Source: an optimization exercise on an open RTL-to-GDS flow (aim: small area, a short achievable clock period and few clock cycles). Production flows keep margins and buffers that such runs may drop.
In this exercise RTL edits were held to simulation tests only and were not proved equivalent to the original.
Power figures rest on the tool's default switching activity, not on a simulated workload.

Setup of the previous run:
==> flow/design.v <==
package saturn_alu_pkg;
  localparam int NIBBLES = 16;
  typedef logic [3:0] nibble_t;
  typedef logic [$clog2(NIBBLES)-1:0] field_idx_t;
  typedef logic [4*NIBBLES-1:0] word_t;
  typedef enum logic [2:0] {
    REG_A    = 3'd0,
    REG_B    = 3'd1,
    REG_C    = 3'd2,
    REG_D    = 3'd3,
    REG_R0   = 3'd4,
    REG_R1   = 3'd5,
    REG_IMM  = 3'd6,
    REG_ZERO = 3'd7
  } reg_id_e;
  typedef enum logic [2:0] {
    OP_ZERO     = 3'd0,
    OP_COPY     = 3'd1,
    OP_EXCH     = 3'd2,
    OP_ADD      = 3'd3,
    OP_DEC      = 3'd4,
    OP_2CMPL    = 3'd5,
    OP_CLR_MASK = 3'd6,
    OP_TEST_NEQ = 3'd7
  } alu_op_e;
  typedef struct packed {
    alu_op_e    op;
    reg_id_e    dest;
    reg_id_e    src1;
    reg_id_e    src2;
    field_idx_t field_first;
    field_idx_t field_last;
    nibble_t    imm;
  } alu_cmd_t;
  typedef struct packed {
    logic       prep;
    logic       calc;
    logic       save;
    logic       first;
    logic       last;
    logic       clear;
    field_idx_t idx;
  } alu_step_t;
  typedef struct packed {
    logic       we1;
    reg_id_e    reg1;
    nibble_t    data1;
    logic       we2;
    reg_id_e    reg2;
    nibble_t    data2;
    field_idx_t idx;
  } nib_write_t;
endpackage
`timescale 1ns/1ps
module saturn_alu_core (
  input  logic        i_clk,
  input  logic        i_reset,
  input  logic        i_cmd_valid,
  input  logic [2:0]  i_cmd_op,
  input  logic [2:0]  i_cmd_dest,
  input  logic [2:0]  i_cmd_src1,
  input  logic [2:0]  i_cmd_src2,
  input  logic [3:0]  i_cmd_first,
  input  logic [3:0]  i_cmd_last,
  input  logic [3:0]  i_cmd_imm,
  output logic        o_busy,
  output logic        o_done,
  output logic        o_carry,
  input  logic [2:0]  i_peek_reg,
  output logic [63:0] o_peek_word
);
  localparam int NUM_REGS = 6;
  logic [63:0] regs [NUM_REGS];
  logic        carry_q;
  logic        done_q;
  assign o_busy  = 1'b0;
  assign o_done  = done_q;
  assign o_carry = carry_q;
  logic accept;
  assign accept = i_cmd_valid && !i_reset;
  logic [NUM_REGS-1:0] sel_pk, sel_s1, sel_s2;
  always_comb begin
    for (int r = 0; r < NUM_REGS; r++) begin
      sel_pk[r] = (i_peek_reg == 3'(r));
      sel_s1[r] = (i_cmd_src1 == 3'(r));
      sel_s2[r] = (i_cmd_src2 == 3'(r));
    end
  end
  always_comb begin
    o_peek_word = '0;
    for (int r = 0; r < NUM_REGS; r++)
      o_peek_word = o_peek_word | (regs[r] & {64{sel_pk[r]}});
  end
  logic        ones;
  logic [63:0] a, y;
  assign ones = (i_cmd_op == 3'd4) || (i_cmd_op == 3'd5);
  always_comb begin
    a = {16{i_cmd_imm & {4{i_cmd_src1 == 3'd6}}}};
    y = {16{i_cmd_imm & {4{i_cmd_src2 == 3'd6}}}} | {64{ones}};
    for (int r = 0; r < NUM_REGS; r++) begin
      a = a | (regs[r] & {64{sel_s1[r]}});
      y = y | (regs[r] & {64{sel_s2[r]}});
    end
  end
  logic [15:0] in_f;      
  logic [15:0] kill;      
  logic [15:0] is_last;
  always_comb begin
    for (int i = 0; i < 16; i++) begin
      logic ge_f, le_l;
      ge_f = (4'(i) >= i_cmd_first);
      le_l = (4'(i) <= i_cmd_last);
      in_f[i]    = (i_cmd_first > i_cmd_last) ? (ge_f | le_l) : (ge_f & le_l);
      kill[i]    = (4'(i + 1) == i_cmd_first);
      is_last[i] = (4'(i) == i_cmd_last);
    end
  end
  logic op_copy, op_exch, op_neg, op_clr, arith;
  assign op_copy = (i_cmd_op == 3'd1);
  assign op_exch = (i_cmd_op == 3'd2);
  assign op_neg  = (i_cmd_op == 3'd5);
  assign op_clr  = (i_cmd_op == 3'd6);
  assign arith   = (i_cmd_op == 3'd3) || (i_cmd_op == 3'd4) || (i_cmd_op == 3'd5);
  logic [63:0] bp, bg;        
  assign bp = a ^ y;
  assign bg = a & y & {64{arith}};
  logic [15:0] g, p;          
  logic        neq;
  always_comb begin
    neq = 1'b0;
    for (int i = 0; i < 16; i++) begin
      logic [3:0] pn, gn;
      pn = bp[4*i +: 4];
      gn = bg[4*i +: 4];
      g[i] = gn[3] | (pn[3] & gn[2]) | (pn[3] & pn[2] & gn[1]) | (pn[3] & pn[2] & pn[1] & gn[0]);
      p[i] = &pn;
      neq  = neq | (in_f[i] & (|pn));
    end
  end
  logic [15:0] gk [5];
  logic [15:0] pk [5];
  always_comb begin
    gk[0] = g & ~kill;
    pk[0] = p & ~kill;
    for (int l = 0; l < 4; l++) begin
      for (int i = 0; i < 16; i++) begin
        if (((i >> l) & 1) == 1) begin
          gk[l+1][i] = gk[l][i] | (pk[l][i] & gk[l][((i >> l) << l) - 1]);
          pk[l+1][i] = pk[l][i] & pk[l][((i >> l) << l) - 1];
        end else begin
          gk[l+1][i] = gk[l][i];
          pk[l+1][i] = pk[l][i];
        end
      end
    end
  end
  logic [63:0] q;
  assign q = ({64{arith & ~op_neg}} & bp) | ({64{op_neg | op_copy}} & a) | ({64{op_exch}} & y)
           | ({64{op_clr}} & a & ~y);
  logic [15:0] cin;           
  logic [63:0] res;
  logic        cout;          
  always_comb begin
    cout = 1'b0;
    for (int i = 0; i < 16; i++) begin
      logic [3:0] pn, gn, cn;
      pn = bp[4*i +: 4];
      gn = bg[4*i +: 4];
      if (i == 0) cin[i] = gk[4][15];
      else        cin[i] = gk[4][i-1] | (pk[4][i-1] & gk[4][15]);
      cn[0] = cin[i];
      cn[1] = gn[0] | (pn[0] & cin[i]);
      cn[2] = gn[1] | (pn[1] & gn[0]) | (pn[1] & pn[0] & cin[i]);
      cn[3] = gn[2] | (pn[2] & gn[1]) | (pn[2] & pn[1] & gn[0]) | (pn[2] & pn[1] & pn[0] & cin[i]);
      res[4*i +: 4] = q[4*i +: 4] ^ cn;
      if (is_last[i]) cout = g[i] | (p[i] & cin[i]);
    end
  end
  logic is_exch, wr1;
  logic [2:0] tgt1;
  assign is_exch = (i_cmd_op == 3'd2);
  assign wr1     = (i_cmd_op != 3'd7);
  assign tgt1    = is_exch ? i_cmd_src1 : i_cmd_dest;
  logic [15:0] keep [NUM_REGS];
  logic [15:0] tk_r [NUM_REGS];
  logic [15:0] tk_a [NUM_REGS];
  always_comb begin
    for (int r = 0; r < NUM_REGS; r++) begin
      logic use_a, we1;
      use_a = accept && is_exch && (i_cmd_src2 == 3'(r));
      we1   = accept && wr1 && (tgt1 == 3'(r)) && !use_a;
      tk_a[r] = in_f & {16{use_a}};
      tk_r[r] = in_f & {16{we1}};
      keep[r] = ~(tk_a[r] | tk_r[r] | {16{i_reset}});
    end
  end
  always_ff @(posedge i_clk) begin
    for (int r = 0; r < NUM_REGS; r++)
      for (int i = 0; i < 16; i++)
        regs[r][4*i +: 4] <= (regs[r][4*i +: 4] & {4{keep[r][i]}})
                           | (res[4*i +: 4]     & {4{tk_r[r][i]}})
                           | (a[4*i +: 4]       & {4{tk_a[r][i]}});
  end
  always_ff @(posedge i_clk) begin
    if (i_reset) begin
      carry_q <= 1'b0;
      done_q  <= 1'b0;
    end else begin
      done_q <= accept;
      if (accept) begin
        case (i_cmd_op)
          3'd3, 3'd4, 3'd5: carry_q <= cout;
          3'd7:             carry_q <= neq;
          default:          carry_q <= carry_q;
        endcase
      end
    end
  end
endmodule
clock: 10.0 ns
lec_check: 0
abc_area: 1
cap_margin: 20
core_margin: 2
core_utilization: 40
setup_slack_margin: 3.8
slew_margin: 20
buffer_ports_args: -buffer_cell sky130_fd_sc_hd__buf_2
standard.sh (not shown) runs the stock make flow with config.mk's settings and CLKGATE_MAP_FILE= SYNTH_SCRIPT=/design/flow/synth_recipe.tcl, a recipe that flattens the netlist after the stock synthesis.
==> flow/flow/run.sh <==
#!/bin/bash
# Layout flow: the standard ORFS flow, with the port buffers made from
# sky130_fd_sc_hd__buf_2 instead of the delay cell buffer_ports picks by default.
# Every tool's output goes to standard.log in the work folder (ORFS keeps its
# own per-step logs under orfs/logs as usual).
set -euo pipefail
cat >> "$FLOW_CONFIG" <<'EOM'
export BUFFER_PORTS_ARGS = -buffer_cell sky130_fd_sc_hd__buf_2
EOM
cp standard.sh standard_sh.log
bash standard.sh > standard.log 2>&1
The previous run | status: complete | timing, DRC, antenna: pass
Testbench counts of the previous run, summed over its fixed seeds: cycles 3,208.
[inputs] the current run vs the previous run
-- flow/design.v --
<<< the previous run, line 92
      o_peek_word = o_peek_word | (regs[r] & {64{sel_pk[r]}});
  end
  logic        ones;
  logic [63:0] a, y;
  assign ones = (i_cmd_op == 3'd4) || (i_cmd_op == 3'd5);
  always_comb begin
    a = {16{i_cmd_imm & {4{i_cmd_src1 == 3'd6}}}};
    y = {16{i_cmd_imm & {4{i_cmd_src2 == 3'd6}}}} | {64{ones}};
    for (int r = 0; r < NUM_REGS; r++) begin
      a = a | (regs[r] & {64{sel_s1[r]}});
      y = y | (regs[r] & {64{sel_s2[r]}});
    end
  end
>>> the current run, line 92
      o_peek_word = o_peek_word | (regs[r] & {64{sel_pk[r]}});
  end
  logic [63:0] a, b;
  always_comb begin
    a = {16{i_cmd_imm & {4{i_cmd_src1 == 3'd6}}}};
    b = {16{i_cmd_imm & {4{i_cmd_src2 == 3'd6}}}};
    for (int r = 0; r < NUM_REGS; r++) begin
      a = a | (regs[r] & {64{sel_s1[r]}});
      b = b | (regs[r] & {64{sel_s2[r]}});
    end
  end
<<< the previous run, line 116
    end
  end
  logic op_copy, op_exch, op_neg, op_clr, arith;
  assign op_copy = (i_cmd_op == 3'd1);
  assign op_exch = (i_cmd_op == 3'd2);
  assign op_neg  = (i_cmd_op == 3'd5);
  assign op_clr  = (i_cmd_op == 3'd6);
  assign arith   = (i_cmd_op == 3'd3) || (i_cmd_op == 3'd4) || (i_cmd_op == 3'd5);
  logic [63:0] bp, bg;        
  assign bp = a ^ y;
  assign bg = a & y & {64{arith}};
  logic [15:0] g, p;          
  logic        neq;
>>> the current run, line 114
    end
  end
  logic op_copy, op_exch, op_add, op_dec, op_neg, op_clr, op_neq, use_b;
  assign op_copy = (i_cmd_op == 3'd1);
  assign op_exch = (i_cmd_op == 3'd2);
  assign op_add  = (i_cmd_op == 3'd3);
  assign op_dec  = (i_cmd_op == 3'd4);
  assign op_neg  = (i_cmd_op == 3'd5);
  assign op_clr  = (i_cmd_op == 3'd6);
  assign op_neq  = (i_cmd_op == 3'd7);
  assign use_b   = op_add | op_neq;
  logic [63:0] y, bp, bg;     
  assign y  = b | {64{~use_b}};
  assign bp = a ^ y;
  assign bg = a & y;
  logic [15:0] g, p;          
  logic        neq;
<<< the previous run, line 155
    end
  end
  logic [63:0] q;
  assign q = ({64{arith & ~op_neg}} & bp) | ({64{op_neg | op_copy}} & a) | ({64{op_exch}} & y)
           | ({64{op_clr}} & a & ~y);
  logic [15:0] cin;           
  logic [63:0] res;
  logic        cout;          
  always_comb begin
>>> the current run, line 157
    end
  end
  logic [15:0] cin;           
  logic [63:0] sum;
  logic        cout;          
  always_comb begin
<<< the previous run, line 173
      cn[2] = gn[1] | (pn[1] & gn[0]) | (pn[1] & pn[0] & cin[i]);
      cn[3] = gn[2] | (pn[2] & gn[1]) | (pn[2] & pn[1] & gn[0]) | (pn[2] & pn[1] & pn[0] & cin[i]);
      res[4*i +: 4] = q[4*i +: 4] ^ cn;
      if (is_last[i]) cout = g[i] | (p[i] & cin[i]);
    end
  end
  logic is_exch, wr1;
  logic [2:0] tgt1;
>>> the current run, line 172
      cn[2] = gn[1] | (pn[1] & gn[0]) | (pn[1] & pn[0] & cin[i]);
      cn[3] = gn[2] | (pn[2] & gn[1]) | (pn[2] & pn[1] & gn[0]) | (pn[2] & pn[1] & pn[0] & cin[i]);
      sum[4*i +: 4] = pn ^ cn;
      if (is_last[i]) cout = g[i] | (p[i] & cin[i]);
    end
  end
  logic [63:0] res;
  assign res = ({64{op_copy}} & a) | ({64{op_exch}} & b) | ({64{op_clr}} & a & ~b)
             | ({64{op_add | op_dec}} & sum) | ({64{op_neg}} & ~sum);
  logic is_exch, wr1;
  logic [2:0] tgt1;
Findings:
After detailed routing, the previous run needs less wire than the current run.
From the previous run to the current run the numbers moved as follows: global-route usage over all layers moved up, met3 routing resource usage after global routing went up, filler-free cell count of the finished design climbed 198.
The current run vs the previous run on part of the total power dissipated in the clock network: the current run is the lower one.
Changes observed in the current run relative to the previous run: post-route clock period utilization climbed 0.58 points; worst setup slack dropped 0.058 ns; count of non-CTS buffers in the layout climbed 92.
[compare] base=the previous run new=the current run: area added between synthesis and finish +6.6 points, number of instances in the synthesized netlist +85, relative slew slack +5.5 points, multi-input combinational area share -0.89 points.
Testbench counts of the current run, summed over its fixed seeds: cycles 3,208.

port drivers added, routing unchanged:
In the flow no input, the clock included, has a driving cell. The finished layouts below were timed again as built, in two steps. Step 1 (the two cells are an assumption about what drives the block):
set clk [get_ports {i_clk}]
set_driving_cell -lib_cell sky130_fd_sc_hd__clkbuf_16 $clk
set_driving_cell -lib_cell sky130_fd_sc_hd__buf_2 [delete_from_list [all_inputs] $clk]
Step 2 moves the port delays by t, midway between the first and last clock arrival at a register: inputs arrive t later, outputs are due t later. That takes back most of the time a late clock gives input paths. a / b / c = ideal / step 1 / step 2; a / b = the first two.
| run | t (ns) | setup slack, ns | worst setup path at the end | worst data-port slew with drivers (ns) |
|---|---|---|---|---|
| the previous run | 0.669 | 3.773 / 3.750 / 3.290 | input to register | 0.11 |
| the current run | 0.689 | 3.715 / 3.688 / 3.160 | input to register | 0.15 |
After both steps every run listed still meets setup and hold. For the current run, which loses most, drivers alone change the setup slack by -0.027 ns; drivers and shift together by -0.555 ns.
